This is an optimization exercise on Yosys and OpenROAD, whose aim is small area and few clock cycles per item, not a production implementation.
No run shown here included a check of the RTL's function; only the layout flow was run.
No activity file was given, so power comes from the tool's default toggle rates.

==> flow/design.v, too long to show whole: its modules and the start of the top module <==
// module fpu_mul_lopd48: 46 lines
// module fpu_mul_prenorm_pipe: 85 lines
// module fpu_mul_mant_mul: 1574 lines
// module fpu_mul_mant_fin: 29 lines
// module fpu_mul_fa: 4 lines
// module fpu_mul_ha: 4 lines
// module fpu_mul_xn: 3 lines
// module fpu_mul_or: 3 lines
// module fpu_mul_bx: 3 lines
// module fpu_mul_bs2: 4 lines
// module fpu_mul_bs: 3 lines
module fpu_mul_prenorm_pipe #(
  parameter int SIZE_DATA = 8,
  parameter int SIZE_MANT = 24,
  parameter int SIZE_LOPD = 8,
  parameter int BIAS      = 127
) (
  input  logic                   i_clk,
  input  logic                   i_rst_n,
  input  logic                   i_valid,
  output logic                   o_ready,
  input  logic [31:0]            i_data_a,
  input  logic [31:0]            i_data_b,
  output logic                   o_valid,
  input  logic                   i_ready,
  output logic                   o_sign,
  output logic [SIZE_DATA-1:0]   o_data_exp,
  output logic                   o_exp_oor,
  output logic [2*SIZE_MANT-1:0] o_mant_prod,
  output logic                   o_ov_flag,
  output logic                   o_un_flag,
  output logic [SIZE_LOPD-1:0]   o_one_pos,
  output logic                   o_zero_flag
);
  // ...
==> flow/flow/run.sh <==
#!/bin/bash
# The standard layout, except that the port buffers are sky130_fd_sc_hd__buf_1
# cells (resized later by repair as needed) instead of the delay cells
# buffer_ports picks by default. Every port still gets its own buffer.
set -euo pipefail
bash standard.sh 'BUFFER_PORTS_ARGS=-buffer_cell sky130_fd_sc_hd__buf_1' finish > orfs_make.log 2>&1
==> flow/standard.sh <==
#!/bin/bash
# synth_recipe.tcl (not shown) runs the flow's synth.tcl, then flattens the netlist and writes it again
# the make line also repeats each setting of config.mk as NAME=value (left out here)
make -C /OpenROAD-flow-scripts/flow DESIGN_CONFIG=/design/flow/config.mk WORK_HOME=/design/flow/orfs CLKGATE_MAP_FILE= SYNTH_SCRIPT=/design/flow/synth_recipe.tcl "${@:-finish}"
==> flow/config.mk <==
export PLATFORM = sky130hd
export DESIGN_NAME = fpu_mul_prenorm_pipe
export DESIGN_NICKNAME = fpu_mul_prenorm_pipe
export VERILOG_FILES = /design/flow/design.v
export SDC_FILE = /design/flow/constraint.sdc
export NUM_CORES = 4
export LEC_CHECK = 0
export CAP_MARGIN = 20
export CORE_MARGIN = 2
export CORE_UTILIZATION = 40
export CTS_BUF_LIST = sky130_fd_sc_hd__clkbuf_8
export GPL_TIMING_DRIVEN = 0
export SLEW_MARGIN = 20
export SYNTH_HIERARCHICAL = 1
export SYNTH_MINIMUM_KEEP_SIZE = 0
==> flow/constraint.sdc <==
create_clock -name core_clock -period 8.0 [get_ports {i_clk}]
set_input_delay 1.6000 -clock core_clock [delete_from_list [all_inputs] [get_ports {i_clk}]]
set_output_delay 1.6000 -clock core_clock [all_outputs]
set_load 0.01 [all_outputs]
==> out/results.txt, run 1 <==
Nonclk buf count - 176
Ys async rst share - 0.0147
Seq pwr - 1.19 mW
Clock Tree Buf Depth - 2
Commonest non-fill, non-tap cell in the layout - fa_1
Worst min path class - flop to flop
CLK BUF - 9
Status - timing/DRC/antenna clean
Die Ht - 203 microns
Placed inst area - 17300 sq um
Pre-antenna DRT Iters - 5
Avg Inst Size Synth - 11.2 sq um
# setup viols final - 0
Invs w/o clock - 60
Crit-path max cell delay - 0.63 ns
CTS tree - done
Antenna Diode Count - 0
Initial Util - 0.408
Core area - 38800 sq um
R2R depth - 3
Area Overhead vs Synth - 10.9%
Most Crowded Layer GR - met2
Final setup margin - 0.575 ns
Worst skew pair latency - 0.36 ns
Count leader, synth - fa_1
Family with the most delay on the worst path - adder cells
==> module fpu_mul_prenorm_pipe, before the edit <==
module fpu_mul_prenorm_pipe #(
  parameter int SIZE_DATA = 8,
  parameter int SIZE_MANT = 24,
  parameter int SIZE_LOPD = 8,
  parameter int BIAS      = 127
) (
  input  logic                   i_clk,
  input  logic                   i_rst_n,
  input  logic                   i_valid,
  output logic                   o_ready,
  input  logic [31:0]            i_data_a,
  input  logic [31:0]            i_data_b,
  output logic                   o_valid,
  input  logic                   i_ready,
  output logic                   o_sign,
  output logic [SIZE_DATA-1:0]   o_data_exp,
  output logic                   o_exp_oor,
  output logic [2*SIZE_MANT-1:0] o_mant_prod,
  output logic                   o_ov_flag,
  output logic                   o_un_flag,
  output logic [SIZE_LOPD-1:0]   o_one_pos,
  output logic                   o_zero_flag
);
  localparam int FP_W    = fpu_mul_pkg::FP_W;
  localparam int EXP_W   = fpu_mul_pkg::EXP_W;
  localparam int FRAC_W  = fpu_mul_pkg::FRAC_W;
  localparam int NBLK    = 10;
  logic                       a_nz, b_nz;
  logic [EXP_W-1:0]           ea, eb;
  logic [SIZE_MANT-1:0]       ma, mb;
  logic [EXP_W:0]             exp_t;
  logic                       exp_oor;
  logic                       r_valid;
  logic                       r_sign;
  logic [SIZE_DATA-1:0]       r_exp;
  logic                       r_oor;
  logic [2*SIZE_MANT-1:0]     r_sn;
  logic [NBLK-2:0]            r_gn;
  logic [2*SIZE_MANT-1:0]     r_prod;
  logic                       load;
  logic [SIZE_LOPD-1:0]       lopd_pos;
  logic                       lopd_zero;
  logic [2*SIZE_MANT-1:0]     mul_sn;
  logic [NBLK-2:0]            mul_gn;
  assign a_nz = |i_data_a[FP_W-2:FRAC_W];
  assign b_nz = |i_data_b[FP_W-2:FRAC_W];
  assign ea   = a_nz ? i_data_a[FP_W-2:FRAC_W] : EXP_W'(1);
  assign eb   = b_nz ? i_data_b[FP_W-2:FRAC_W] : EXP_W'(1);
  assign ma   = {a_nz, i_data_a[FRAC_W-1:0]};
  assign mb   = {b_nz, i_data_b[FRAC_W-1:0]};
  assign exp_t   = {1'b0, ea} + {1'b0, eb} + (EXP_W+1)'(1);
  assign exp_oor = exp_t[EXP_W] ? (exp_t[EXP_W-1] | (&exp_t[EXP_W-2:0]))
                                : (~exp_t[EXP_W-1] | ~(|exp_t[EXP_W-2:0]));
  fpu_mul_mant_mul u_mul (.a(ma), .b(mb), .sn(mul_sn), .gn(mul_gn));
  assign load    = ~r_valid | i_ready;
  assign o_ready = load;
  always_ff @(posedge i_clk or negedge i_rst_n) begin
    if (!i_rst_n) r_valid <= 1'b0;
    else if (load) r_valid <= i_valid;
  end
  always_ff @(posedge i_clk) begin
    if (load && i_valid) begin
      r_sign <= i_data_a[FP_W-1] ^ i_data_b[FP_W-1];
      r_exp  <= {~exp_t[EXP_W-1], exp_t[EXP_W-2:0]};
      r_oor  <= exp_oor;
      r_sn   <= mul_sn;
      r_gn   <= mul_gn;
    end
  end
  fpu_mul_mant_fin u_fin (.sn(r_sn), .gn(r_gn), .p(r_prod));
  fpu_mul_lopd48 #(.SIZE_LOPD(SIZE_LOPD)) u_lopd (
    .prod_low (r_prod[46:0]),
    .one_pos  (lopd_pos),
    .all_zero (lopd_zero)
  );
  assign o_valid     = r_valid;
  assign o_sign      = r_sign;
  assign o_data_exp  = r_exp;
  assign o_exp_oor   = r_oor;
  assign o_mant_prod = r_prod;
  assign o_ov_flag   = r_prod[47];
  assign o_un_flag   = ~r_prod[47] & r_prod[46];
  assign o_zero_flag = ~r_prod[47] & lopd_zero;
  assign o_one_pos   = (r_prod[47] | r_prod[46]) ? '0 : lopd_pos;
endmodule
==> module fpu_mul_mant_fin, before the edit <==
module fpu_mul_mant_fin (
  input  logic [47:0] sn,
  input  logic [8:0] gn,
  output logic [47:0] p
);
  logic [47:0] s;
  logic [9:0] cin;
  assign s = ~sn;
  assign cin[0] = 1'b0;
  assign p[9:0] = s[9:0] + 10'(cin[0]);
  assign cin[1] = ~gn[0] | (cin[0] & (&s[9:0]));
  assign p[15:10] = s[15:10] + 6'(cin[1]);
  assign cin[2] = ~gn[1] | (cin[1] & (&s[15:10]));
  assign p[20:16] = s[20:16] + 5'(cin[2]);
  assign cin[3] = ~gn[2] | (cin[2] & (&s[20:16]));
  assign p[24:21] = s[24:21] + 4'(cin[3]);
  assign cin[4] = ~gn[3] | (cin[3] & (&s[24:21]));
  assign p[28:25] = s[28:25] + 4'(cin[4]);
  assign cin[5] = ~gn[4] | (cin[4] & (&s[28:25]));
  assign p[32:29] = s[32:29] + 4'(cin[5]);
  assign cin[6] = ~gn[5] | (cin[5] & (&s[32:29]));
  assign p[36:33] = s[36:33] + 4'(cin[6]);
  assign cin[7] = ~gn[6] | (cin[6] & (&s[36:33]));
  assign p[40:37] = s[40:37] + 4'(cin[7]);
  assign cin[8] = ~gn[7] | (cin[7] & (&s[40:37]));
  assign p[45:41] = s[45:41] + 5'(cin[8]);
  assign cin[9] = ~gn[8] | (cin[8] & (&s[45:41]));
  assign p[47:46] = s[47:46] + 2'(cin[9]);
endmodule
==> run 2, diff against run 1 <==
--- a/flow/design.v
+++ b/flow/design.v
@@ -90,17 +90,17 @@
   output logic                   o_ov_flag,
   output logic                   o_un_flag,
   output logic [SIZE_LOPD-1:0]   o_one_pos,
   output logic                   o_zero_flag
 );
   localparam int FP_W    = fpu_mul_pkg::FP_W;
   localparam int EXP_W   = fpu_mul_pkg::EXP_W;
   localparam int FRAC_W  = fpu_mul_pkg::FRAC_W;
-  localparam int NBLK    = 10;
+  localparam int NBLK    = 7;
   logic                       a_nz, b_nz;
   logic [EXP_W-1:0]           ea, eb;
   logic [SIZE_MANT-1:0]       ma, mb;
   logic [EXP_W:0]             exp_t;
   logic                       exp_oor;
   logic                       r_valid;
   logic                       r_sign;
   logic [SIZE_DATA-1:0]       r_exp;
@@ -153,17 +153,17 @@
   assign o_un_flag   = ~r_prod[47] & r_prod[46];
   assign o_zero_flag = ~r_prod[47] & lopd_zero;
   assign o_one_pos   = (r_prod[47] | r_prod[46]) ? '0 : lopd_pos;
 endmodule
 module fpu_mul_mant_mul (
   input  logic [23:0] a,
   input  logic [23:0] b,
   output logic [47:0] sn,
-  output logic [8:0] gn
+  output logic [5:0] gn
 );
   logic [11:0] one, two;
   logic [10:0] neg, negn;
   logic [25:0] u0;
   logic [25:0] u1;
   logic [25:0] u2;
   logic [25:0] u3;
   logic [25:0] u4;
@@ -1666,101 +1666,89 @@
   fpu_mul_fa u_k590 (.a(s497), .b(ppn1[0]), .c(k589), .s(sn[2]), .co(k590));
   fpu_mul_fa u_k591 (.a(c498), .b(s499), .c(k590), .s(sn[3]), .co(k591));
   fpu_mul_fa u_k592 (.a(c500), .b(s501), .c(k591), .s(sn[4]), .co(k592));
   fpu_mul_fa u_k593 (.a(c502), .b(s503), .c(k592), .s(sn[5]), .co(k593));
   fpu_mul_fa u_k594 (.a(c504), .b(s505), .c(k593), .s(sn[6]), .co(k594));
   fpu_mul_fa u_k595 (.a(c506), .b(s507), .c(k594), .s(sn[7]), .co(k595));
   fpu_mul_fa u_k596 (.a(c508), .b(s509), .c(k595), .s(sn[8]), .co(k596));
   fpu_mul_fa u_k597 (.a(c510), .b(s511), .c(k596), .s(sn[9]), .co(k597));
-  fpu_mul_xn u_xk598 (.a(c512), .b(s513), .y(sn[10]));
-  fpu_mul_or u_k598 (.a(c512), .b(s513), .y(k598));
-  fpu_mul_fa u_k599 (.a(c514), .b(s515), .c(k598), .s(sn[11]), .co(k599));
+  fpu_mul_fa u_k598 (.a(c512), .b(s513), .c(k597), .s(sn[10]), .co(k598));
+  fpu_mul_xn u_xk599 (.a(c514), .b(s515), .y(sn[11]));
+  fpu_mul_or u_k599 (.a(c514), .b(s515), .y(k599));
   fpu_mul_fa u_k600 (.a(c516), .b(s517), .c(k599), .s(sn[12]), .co(k600));
   fpu_mul_fa u_k601 (.a(c518), .b(s519), .c(k600), .s(sn[13]), .co(k601));
   fpu_mul_fa u_k602 (.a(c520), .b(s521), .c(k601), .s(sn[14]), .co(k602));
   fpu_mul_fa u_k603 (.a(c522), .b(s523), .c(k602), .s(sn[15]), .co(k603));
-  fpu_mul_xn u_xk604 (.a(c524), .b(s525), .y(sn[16]));
-  fpu_mul_or u_k604 (.a(c524), .b(s525), .y(k604));
+  fpu_mul_fa u_k604 (.a(c524), .b(s525), .c(k603), .s(sn[16]), .co(k604));
   fpu_mul_fa u_k605 (.a(c526), .b(s527), .c(k604), .s(sn[17]), .co(k605));
-  fpu_mul_fa u_k606 (.a(c528), .b(s529), .c(k605), .s(sn[18]), .co(k606));
+  fpu_mul_xn u_xk606 (.a(c528), .b(s529), .y(sn[18]));
+  fpu_mul_or u_k606 (.a(c528), .b(s529), .y(k606));
   fpu_mul_fa u_k607 (.a(c530), .b(s531), .c(k606), .s(sn[19]), .co(k607));
   fpu_mul_fa u_k608 (.a(c532), .b(s533), .c(k607), .s(sn[20]), .co(k608));
-  fpu_mul_xn u_xk609 (.a(c534), .b(s535), .y(sn[21]));
-  fpu_mul_or u_k609 (.a(c534), .b(s535), .y(k609));
+  fpu_mul_fa u_k609 (.a(c534), .b(s535), .c(k608), .s(sn[21]), .co(k609));
   fpu_mul_fa u_k610 (.a(c536), .b(s537), .c(k609), .s(sn[22]), .co(k610));
   fpu_mul_fa u_k611 (.a(c538), .b(s539), .c(k610), .s(sn[23]), .co(k611));
-  fpu_mul_fa u_k612 (.a(c540), .b(s541), .c(k611), .s(sn[24]), .co(k612));
-  fpu_mul_xn u_xk613 (.a(c542), .b(s543), .y(sn[25]));
-  fpu_mul_or u_k613 (.a(c542), .b(s543), .y(k613));
+  fpu_mul_xn u_xk612 (.a(c540), .b(s541), .y(sn[24]));
+  fpu_mul_or u_k612 (.a(c540), .b(s541), .y(k612));
+  fpu_mul_fa u_k613 (.a(c542), .b(s543), .c(k612), .s(sn[25]), .co(k613));
   fpu_mul_fa u_k614 (.a(c544), .b(s545), .c(k613), .s(sn[26]), .co(k614));
   fpu_mul_fa u_k615 (.a(c546), .b(s547), .c(k614), .s(sn[27]), .co(k615));
   fpu_mul_fa u_k616 (.a(c548), .b(s549), .c(k615), .s(sn[28]), .co(k616));
-  fpu_mul_xn u_xk617 (.a(c550), .b(s551), .y(sn[29]));
-  fpu_mul_or u_k617 (.a(c550), .b(s551), .y(k617));
-  fpu_mul_fa u_k618 (.a(c552), .b(s553), .c(k617), .s(sn[30]), .co(k618));
+  fpu_mul_fa u_k617 (.a(c550), .b(s551), .c(k616), .s(sn[29]), .co(k617));
+  fpu_mul_xn u_xk618 (.a(c552), .b(s553), .y(sn[30]));
+  fpu_mul_or u_k618 (.a(c552), .b(s553), .y(k618));
   fpu_mul_fa u_k619 (.a(c554), .b(s555), .c(k618), .s(sn[31]), .co(k619));
   fpu_mul_fa u_k620 (.a(c556), .b(s557), .c(k619), .s(sn[32]), .co(k620));
-  fpu_mul_xn u_xk621 (.a(c558), .b(s559), .y(sn[33]));
-  fpu_mul_or u_k621 (.a(c558), .b(s559), .y(k621));
+  fpu_mul_fa u_k621 (.a(c558), .b(s559), .c(k620), .s(sn[33]), .co(k621));
   fpu_mul_fa u_k622 (.a(c560), .b(s561), .c(k621), .s(sn[34]), .co(k622));
   fpu_mul_fa u_k623 (.a(c562), .b(s563), .c(k622), .s(sn[35]), .co(k623));
-  fpu_mul_fa u_k624 (.a(c564), .b(s565), .c(k623), .s(sn[36]), .co(k624));
-  fpu_mul_xn u_xk625 (.a(c566), .b(s567), .y(sn[37]));
-  fpu_mul_or u_k625 (.a(c566), .b(s567), .y(k625));
+  fpu_mul_xn u_xk624 (.a(c564), .b(s565), .y(sn[36]));
+  fpu_mul_or u_k624 (.a(c564), .b(s565), .y(k624));
+  fpu_mul_fa u_k625 (.a(c566), .b(s567), .c(k624), .s(sn[37]), .co(k625));
   fpu_mul_fa u_k626 (.a(c568), .b(s569), .c(k625), .s(sn[38]), .co(k626));
   fpu_mul_fa u_k627 (.a(c570), .b(s571), .c(k626), .s(sn[39]), .co(k627));
   fpu_mul_fa u_k628 (.a(c572), .b(s573), .c(k627), .s(sn[40]), .co(k628));
-  fpu_mul_xn u_xk629 (.a(c574), .b(s575), .y(sn[41]));
-  fpu_mul_or u_k629 (.a(c574), .b(s575), .y(k629));
-  fpu_mul_fa u_k630 (.a(c576), .b(s577), .c(k629), .s(sn[42]), .co(k630));
+  fpu_mul_fa u_k629 (.a(c574), .b(s575), .c(k628), .s(sn[41]), .co(k629));
+  fpu_mul_xn u_xk630 (.a(c576), .b(s577), .y(sn[42]));
+  fpu_mul_or u_k630 (.a(c576), .b(s577), .y(k630));
   fpu_mul_fa u_k631 (.a(c578), .b(s579), .c(k630), .s(sn[43]), .co(k631));
   fpu_mul_fa u_k632 (.a(c580), .b(s581), .c(k631), .s(sn[44]), .co(k632));
   fpu_mul_fa u_k633 (.a(c582), .b(s583), .c(k632), .s(sn[45]), .co(k633));
-  fpu_mul_xn u_xk634 (.a(c584), .b(s585), .y(sn[46]));
-  fpu_mul_or u_k634 (.a(c584), .b(s585), .y(k634));
+  fpu_mul_fa u_k634 (.a(c584), .b(s585), .c(k633), .s(sn[46]), .co(k634));
   fpu_mul_fa u_k635 (.a(c586), .b(s587), .c(k634), .s(sn[47]), .co(k635));
-  assign gn[0] = k597;
-  assign gn[1] = k603;
-  assign gn[2] = k608;
-  assign gn[3] = k612;
-  assign gn[4] = k616;
-  assign gn[5] = k620;
-  assign gn[6] = k624;
-  assign gn[7] = k628;
-  assign gn[8] = k633;
+  assign gn[0] = k598;
+  assign gn[1] = k605;
+  assign gn[2] = k611;
+  assign gn[3] = k617;
+  assign gn[4] = k623;
+  assign gn[5] = k629;
 endmodule
 module fpu_mul_mant_fin (
   input  logic [47:0] sn,
-  input  logic [8:0] gn,
+  input  logic [5:0] gn,
   output logic [47:0] p
 );
   logic [47:0] s;
-  logic [9:0] cin;
+  logic [6:0] cin;
   assign s = ~sn;
   assign cin[0] = 1'b0;
-  assign p[9:0] = s[9:0] + 10'(cin[0]);
-  assign cin[1] = ~gn[0] | (cin[0] & (&s[9:0]));
-  assign p[15:10] = s[15:10] + 6'(cin[1]);
-  assign cin[2] = ~gn[1] | (cin[1] & (&s[15:10]));
-  assign p[20:16] = s[20:16] + 5'(cin[2]);
-  assign cin[3] = ~gn[2] | (cin[2] & (&s[20:16]));
-  assign p[24:21] = s[24:21] + 4'(cin[3]);
-  assign cin[4] = ~gn[3] | (cin[3] & (&s[24:21]));
-  assign p[28:25] = s[28:25] + 4'(cin[4]);
-  assign cin[5] = ~gn[4] | (cin[4] & (&s[28:25]));
-  assign p[32:29] = s[32:29] + 4'(cin[5]);
-  assign cin[6] = ~gn[5] | (cin[5] & (&s[32:29]));
-  assign p[36:33] = s[36:33] + 4'(cin[6]);
-  assign cin[7] = ~gn[6] | (cin[6] & (&s[36:33]));
-  assign p[40:37] = s[40:37] + 4'(cin[7]);
-  assign cin[8] = ~gn[7] | (cin[7] & (&s[40:37]));
-  assign p[45:41] = s[45:41] + 5'(cin[8]);
-  assign cin[9] = ~gn[8] | (cin[8] & (&s[45:41]));
-  assign p[47:46] = s[47:46] + 2'(cin[9]);
+  assign p[10:0] = s[10:0] + 11'(cin[0]);
+  assign cin[1] = ~gn[0] | (cin[0] & (&s[10:0]));
+  assign p[17:11] = s[17:11] + 7'(cin[1]);
+  assign cin[2] = ~gn[1] | (cin[1] & (&s[17:11]));
+  assign p[23:18] = s[23:18] + 6'(cin[2]);
+  assign cin[3] = ~gn[2] | (cin[2] & (&s[23:18]));
+  assign p[29:24] = s[29:24] + 6'(cin[3]);
+  assign cin[4] = ~gn[3] | (cin[3] & (&s[29:24]));
+  assign p[35:30] = s[35:30] + 6'(cin[4]);
+  assign cin[5] = ~gn[4] | (cin[4] & (&s[35:30]));
+  assign p[41:36] = s[41:36] + 6'(cin[5]);
+  assign cin[6] = ~gn[5] | (cin[5] & (&s[41:36]));
+  assign p[47:42] = s[47:42] + 6'(cin[6]);
 endmodule
 module fpu_mul_fa (input logic a, input logic b, input logic c, output logic s, output logic co);
   assign s  = a ^ b ^ c;
   assign co = (a & b) | (a & c) | (b & c);
 endmodule
 module fpu_mul_ha (input logic a, input logic b, output logic s, output logic co);
   assign s  = a ^ b;
   assign co = a & b;
==> run 2 against run 1 <==
  * Global-route usage fell by 0.51 points
  * Still clean on timing, DRC and antenna
  * Die area shrank 1.2%
  * Clock skew decreased by 0.0036 ns
  * Clock power up 3%
  * Sequential power barely moved
  * Non-clock buffer count up 1
  * Largest power group unchanged
==> out/results.txt, run 2 <==
Status - timing/DRC/antenna clean (unchanged)
RSZ-0062 raised after global routing - true (was false)
Gate Count Post-Synth - 1395 (was 1416)
CTS Hold Buffers Added - 0 (unchanged)
Synth top cells by count - 298 x fa_1, 288 x a22oi_1, 280 x xor2_1 (was 295 x fa_1, 288 x a22oi_1, 280 x xor2_1)
Max reg flops - 48 (unchanged)
Top FF cell, synth - edfxtp_1 (unchanged)
Worst min path class - flop to flop (unchanged)
Area Overhead vs Synth - 12.2% (was 10.9%)
Initial Util - 0.404 (was 0.408)
Die width - 202 microns (was 203 microns)
Crit path capture type - flop (unchanged)
Vias per cell - 5.85 (was 5.86)
Max-slew violations - 0 (unchanged)
Final hold violation count - 0 (unchanged)
Nets - 1964 (was 1982)
Core area - 38600 sq um (was 38800 sq um)
Number of global-route vias before repair - 12600 (was 13000)
Final instance area - 17500 sq um (was 17600 sq um)
Antenna Diode Count - 0 (unchanged)
IO buf count - 136 (unchanged)
Post-Synthesis Cell Area - 15600 sq um (was 15800 sq um)
Critical path peak fanout - 25 (was 27)
Count leader, synth - fa_1 (unchanged)
Max IR drop VDD - 0.401 mV (was 0.410 mV)
First-pass GRT wire length - 73600 microns (was 75600 microns)
Root buffer cell - clkbuf_8 (unchanged)
Seq cells post-synth - 65 (was 68)
Sequential Area - 1950 sq um (was 2040 sq um)
Setup_tns - 0 ns (unchanged)
Die ar. - 40700 sq um (was 41200 sq um)
Placer Congestion - 0.880 (was 0.932)
Finished Core Util - 0.454 (was 0.452)
Layout Skew - 0.00894 ns (was 0.0125 ns)
Area taken by multi-input logic gates - 13400 sq um (was 13500 sq um)
Largest Register - r_sn (unchanged)
Initial antenna violation count - 2 (was 0)
Final wirelength - 47400 microns (was 48400 microns)
F_max - 128 MHz (was 135 MHz)
Largest registers - r_sn x48, r_exp x8, r_gn x6 (was r_sn x48, r_gn x9, r_exp x8)
Tot Pwr - 8.62 mW (was 8.69 mW)
Pin count of the biggest net entering global routing - 59 (was 54)
Commonest non-fill, non-tap cell in the layout - fa_1 (unchanged)
Avg Inst Size Synth - 11.2 sq um (about the same)
Total CTS buffers - 9 (unchanged)
DRC - 0 (unchanged)
Cell Rows - 72 (unchanged)
Post-route clock period utilization - 0.980 (was 0.928)
Setup slack, reg-to-reg - 6.62 ns (was 6.55 ns)
Max_cap viols - 0 (unchanged)
Clock transition at path regs - 0.07 ns (was 0.08 ns)
Pre-antenna DRT Iters - 5 (unchanged)
Commonest non-fill, non-tap cells in the layout - 298 x fa_1, 288 x a22oi_1, 280 x xor2_1 (was 295 x fa_1, 288 x a22oi_1, 280 x xor2_1)
Leak - 6.26 nW (was 6.30 nW)
Placed inst area - 17200 sq um (was 17300 sq um)
Post-DP HPWL - 37200 microns (was 37500 microns)
Worst Tran Pin Value - 1.10 ns (was 1.16 ns)
Via Count - 12200 (was 12300)
Fin crit period - 7.84 ns (was 7.43 ns)
ANT nets after route - 0 (unchanged)
Critical path required time - 8.11 ns (was 8.13 ns)
Power density cells - 491 nW/um^2 (was 495 nW/um^2)
Critical path arrival - 7.95 ns (was 7.55 ns)
# setup viols final - 0 (unchanged)
CTS tree - done (unchanged)
# clock sinks - 65 (was 68)
Proportion of layout cells with a drive suffix above 1 - 0.0798 (was 0.0759)
Die Ht - 202 microns (was 203 microns)
Remaining Overflow, GRT - 0 (unchanged)
Total GRT Usage - 0.234 (was 0.239)
Slew HR - 0.268 (was 0.225)
Ys async rst share - 0.0154 (was 0.0147)
YS warnings - 12 (unchanged)
Post-CTS setup buffer count - 0 (unchanged)
Register area share after synthesis - 0.125 (was 0.129)
Clock Tree Buf Depth - 2 (unchanged)
Top Ports - 139 (unchanged)
Fill count - 3655 (was 3714)
Finished Layout Cells - 2084 (was 2100)
EDFF count, synth - 64 (was 67)
DP Cell Count - 2067 (was 2083)
Final setup margin - 0.160 ns (was 0.575 ns)
Yosys top cell by area - fa_1 (unchanged)
Synth unique cells - 61 (was 65)
WL per Instance - 22.7 microns (was 23.0 microns)
H-tree lvl count - 3 (unchanged)
Synth area leaders - fa_1 38%, xor2_1 16%, a22oi_1 14%, edfxtp_1 12%, ha_1 3.0% (was fa_1 37%, xor2_1 15%, a22oi_1 14%, edfxtp_1 13%, ha_1 3.3%)
Worst skew pair latency - 0.35 ns (was 0.36 ns)
Startpoint Class - primary input (unchanged)
Critical path class - primary input to flop (unchanged)
Post-placement worst setup slack - -0.615 ns (was 0.193 ns)
Synth top area share - 0.382 (was 0.373)
Hold WS - 0.548 ns (was 0.544 ns)
Initial DRC count - 1091 (was 1319)
run 2: modules after synthesis, one instance, submodules excluded, excerpt:
module | flops+latches | area [sq um]
fpu_mul_bs | 0 | 12.5
fpu_mul_bx | 0 | 8.76
fpu_mul_fa | 0 | 20.0
fpu_mul_mant_fin | 0 | 727
fpu_mul_mant_mul | 0 | 619
fpu_mul_or | 0 | 6.26
fpu_mul_xn | 0 | 8.76
run 2: path summary, 6_finish.rpt:
| kind | end | from | cells past startpoint |
|---|---|---|---|
| worst max register to register | r_sn[2]$_DFFE_PP_ | r_valid$_DFFE_PN0N_ | 3 |
| max in group asynchronous | r_valid$_DFFE_PN0N_ | i_rst_n | 1 |
| min in group asynchronous | r_valid$_DFFE_PN0N_ | i_rst_n | 1 |
| worst min-delay path | r_valid$_DFFE_PN0N_ | r_valid$_DFFE_PN0N_ | 2 |
| worst min register to register | r_valid$_DFFE_PN0N_ | r_valid$_DFFE_PN0N_ | 2 |
| worst max-delay path | r_gn[4]$_DFFE_PP_ | i_data_b[7] | 15 |
run 2: routing by layer:
layer / GRT usage / vias to the layer above / wire length [microns]
met1: 0.329 / 6195 / 20700
met3: 0.0442 / 66 / 4130
met4: 0.0617 / 0 / 911
li1: - / 5351 / -
met2: 0.372 / 585 / 21600
met5: 0 / - / 0
run 2: power breakdown:
group	switching, mW	internal, mW
Sequential	0.0920	1.09
Clock	0.123	0.186
Combinational	3.98	3.15
Total	4.19	4.43
run 2: layout make-up:
type | instances | area share
buffer | 25 | 0.00792
clock buffer | 14 | 0.0110
clock inverter | 2 | 0.00193
inverter | 57 | 0.0147
multi-input combinational | 1250 | 0.766
sequential | 65 | 0.111
tap | 518 | 0.0369
timing repair buffer | 152 | 0.0496
timing repair inverter | 1 | 0.000499
run 2: critical path, stage by stage:
cell and delay [ns]:
buf_1 0.15, ha_1 0.96, a22oi_1 0.28, fa_1 0.62, fa_1 0.44, fa_1 0.41
fa_1 0.55, fa_1 0.44, or2_1 0.26, fa_1 0.40, fa_1 0.41, fa_1 0.39
fa_1 0.40, fa_1 0.46, buf_4 0.17
run 2: repair_timing:
item / in CTS / in global routing
cloned: 0 / 1
gates resized for setup: 4 / 22
setup endpoints to repair: 4 / 6
run 2: logic make-up (layout without fill, tap and decap cells):
group           Yosys count  after routing  synth area share
flops                    65             65             0.125
other cells               2              4          0.000480
xor+xnor                329            329             0.184
buf+inv                  82            251            0.0226
fa+ha+maj               335            335             0.411
simple gates            215            215            0.0803
compound gates          367            367             0.177

port drivers added, routing unchanged:
How much do the figures lean on ideal ports? The routed layouts below were timed once more, with nothing changed but the port constraints. Step 1, drivers: a clkbuf_16 drives i_clk and a buf_2 each remaining input, both assumed. Step 2, shift: input delay + t, output delay - t, t = (earliest + latest rising clock arrival at the registers) / 2. This alone moves slack from input paths to output paths. Slacks: no drivers / after step 1 / after step 2; pairs: no drivers / after step 1.
run | t (ns) | slack for setup (ns) | clock arrival spread, ns
run 1 | 0.398 | 0.575 / 0.597 / 0.199 | 0.015 / 0.015
run 2 | 0.383 | 0.160 / 0.175 / -0.208 | 0.013 / 0.013
With both steps, setup timing fails in run 2, where it was met with ideal ports. For run 1, which loses most, drivers alone change the setup slack by +0.022 ns; drivers and shift together by -0.376 ns.
